What follows belongs to an exercise in optimizing a design on an open flow for small area; a production flow would make more cautious choices. Where RTL was checked, it was by simulation tests only, not by an equivalence proof against the original. Power figures rest on the tool's default switching activity, not on a simulated workload. The flow treats the clock pin as an ideal source, which a real chip does not have.

// mips_pipe
module mips_pipe (
   input  logic        clk,
   input  logic        rst_n,
   output logic [31:0] imem_addr_o,
   input  logic [31:0] imem_data_i,
   output logic        dmem_re_o,
   output logic        dmem_we_o,
   output logic [31:0] dmem_addr_o,
   output logic [31:0] dmem_wdata_o,
   input  logic [31:0] dmem_rdata_i
);
export LEC_CHECK = 0
export CAP_MARGIN = 0
export CORE_MARGIN = 2
export CORE_UTILIZATION = 60
export SLEW_MARGIN = 0
export SYNTH_HIERARCHICAL = 1
create_clock -name core_clock -period 10.0 [get_ports {clk}]
standard.sh (not shown) runs the stock make flow with config.mk's settings and CLKGATE_MAP_FILE= SYNTH_SCRIPT=/design/flow/synth_recipe.tcl, a recipe that flattens the netlist after the stock synthesis.
==> flow/flow/run.sh <==
#!/bin/bash
set -euo pipefail
bash standard.sh \
   "BUFFER_PORTS_ARGS=-buffer_cell sky130_fd_sc_hd__buf_1" \
   "CTS_ARGS=-sink_clustering_enable -repair_clock_nets -buf_list sky130_fd_sc_hd__clkbuf_16 -sink_clustering_size 30 -sink_clustering_max_diameter 100 -dont_use_dummy_load" \
   finish > standard.log 2>&1
Change:
--- a/flow/config.mk
+++ b/flow/config.mk
@@ -8 +8 @@
-export CAP_MARGIN = 0
+export CAP_MARGIN = 20
@@ -10,2 +10,2 @@
-export CORE_UTILIZATION = 60
-export SLEW_MARGIN = 0
+export CORE_UTILIZATION = 75
+export SLEW_MARGIN = 20
Outcome: Hold slack degrades by 18 ps. Combinational power goes up by about 2%. Sequential power barely changes. Worst setup slack improves by 14 ps. Total power goes up by 0.58%. Clock power is about the same. Design area goes down by 0.56%.
Change:
--- a/flow/config.mk
+++ b/flow/config.mk
@@ -10 +10 @@
-export CORE_UTILIZATION = 75
+export CORE_UTILIZATION = 60
=> The changed run went through all stages and came out clean. Fmax is about the same. Critical path depth is unchanged. Via count shrinks by a little under a tenth. Register-to-register slack gains 400 ps. Clock-buffer cell count is unchanged. Non-clock buffer count shrinks by 1. Cell count grows by a few percent. Combinational power shrinks by a few percent. First-iteration DRC count shrinks by a quarter to a third. Worst hold slack gains 18 ps.

---

mips_pipe, a different RTL version from the one above (not shown whole).
Size: ~1900 cells after synthesis, about 1100 flip-flops, roughly 160 I/O pins, ~28000 sq um of cells after synthesis.
clock: 10.0 ns
lec_check: 0
cap_margin: 20
core_margin: 2
core_utilization: 40
slew_margin: 20
synth_hierarchical: 1
run.sh (not shown) runs the stock make flow with config.mk's settings and CLKGATE_MAP_FILE= SYNTH_SCRIPT=/design/flow/synth_recipe.tcl, a recipe that flattens the netlist after the stock synthesis.
Stock flow here: none of the scripts above is used.
The first run finished clean.
Rerun with:
CORE_UTILIZATION = 60   (was 40)
CTS_BUF_LIST = sky130_fd_sc_hd__clkbuf_4   (was unset)
Effect:
- clock power drops by 12%
- sequential cell count does not change
- routed wire length goes down by 0.31%
- final cell count decreases by 3.0%
- worst setup slack gains 0.25 ns
- core utilization came out higher by 23 points
- total power drops by about 6%
No run of this note included a check of the RTL's function; only the layout flow was run.

---

Another version of the RTL of mips_pipe (not shown whole).
Size: roughly 1100 flip-flops, ~28000 um^2 of cells after synthesis.
## mips_pipe
module mips_pipe (
   input  logic        clk,
   input  logic        rst_n,
   output logic [31:0] imem_addr_o,
   input  logic [31:0] imem_data_i,
   output logic        dmem_re_o,
   output logic        dmem_we_o,
   output logic [31:0] dmem_addr_o,
   output logic [31:0] dmem_wdata_o,
   input  logic [31:0] dmem_rdata_i
);
Settings: LEC_CHECK=0, CAP_MARGIN=20, CORE_MARGIN=2, CORE_UTILIZATION=60, CTS_BUF_LIST=sky130_fd_sc_hd__clkbuf_16, CTS_CLUSTER_DIAMETER=100, CTS_CLUSTER_SIZE=30, SLEW_MARGIN=20, SYNTH_HIERARCHICAL=1; clock period 10.0 ns.
Edit:
- CORE_UTILIZATION: 60 -> 70
- CTS_CLUSTER_SIZE: 30 -> 32
Total power barely changes.
Sequential power is about the same.
Final cell count decreases by a few percent.
Core utilization rose by 10 points.
Worst setup slack gets worse by 0.16 ns.
Routed wire length increases by roughly a tenth.

==> separate check: timing with driven ports <==
Ports are ideal in the flow. The routed layouts listed here were re-timed in OpenROAD. Step 1 sets driving cells, clkbuf_16 on the clock port and buf_2 on the other inputs (assumed; they add their load-dependent delay and slew). Step 2 adds t to the input delays and takes it off the output delays; t is the mean of the earliest and latest rising clock arrival at the registers after step 1. Input paths then give back, and output paths get back, about the clock's delay inside the block. Three values: ideal, step 1, step 2; two values: the first two.
run | shift t [ns] | setup WS [ns] | hold WS [ns] | worst setup path after step 2 | pins driven straight from the clock port
the first run of note 1 | 0.639 | 1.112 / 1.090 / 1.090 | 0.304 / 0.304 / 0.304 | input to output | 1
the second run of note 1 | 0.667 | 1.126 / 1.068 / 1.124 | 0.287 / 0.287 / 0.287 | input to output | 1
the third run of note 1 | 0.637 | 1.110 / 1.087 / 1.087 | 0.304 / 0.304 / 0.304 | input to output | 1
the first run of note 2 | 0.702 | 0.717 / 0.647 / 0.647 | 0.312 / 0.312 / 0.312 | input to output | 1
the second run of note 2 | 1.055 | 0.963 / 0.869 / 0.869 | 0.297 / 0.297 / 0.297 | input to output | 1
the first run of note 3 | 0.655 | 0.449 / 0.440 / -0.215 | 0.321 / 0.321 / 0.321 | input to register | 1
the second run of note 3 | 0.653 | 0.289 / 0.305 / -0.348 | 0.287 / 0.287 / 0.287 | input to register | 1
Met with ideal ports but missed after step 2: setup timing in the first run of note 3 and the second run of note 3. The setup slack of the first run of note 3, which loses most, moves by -0.009 ns with the drivers and by -0.664 ns with both steps.
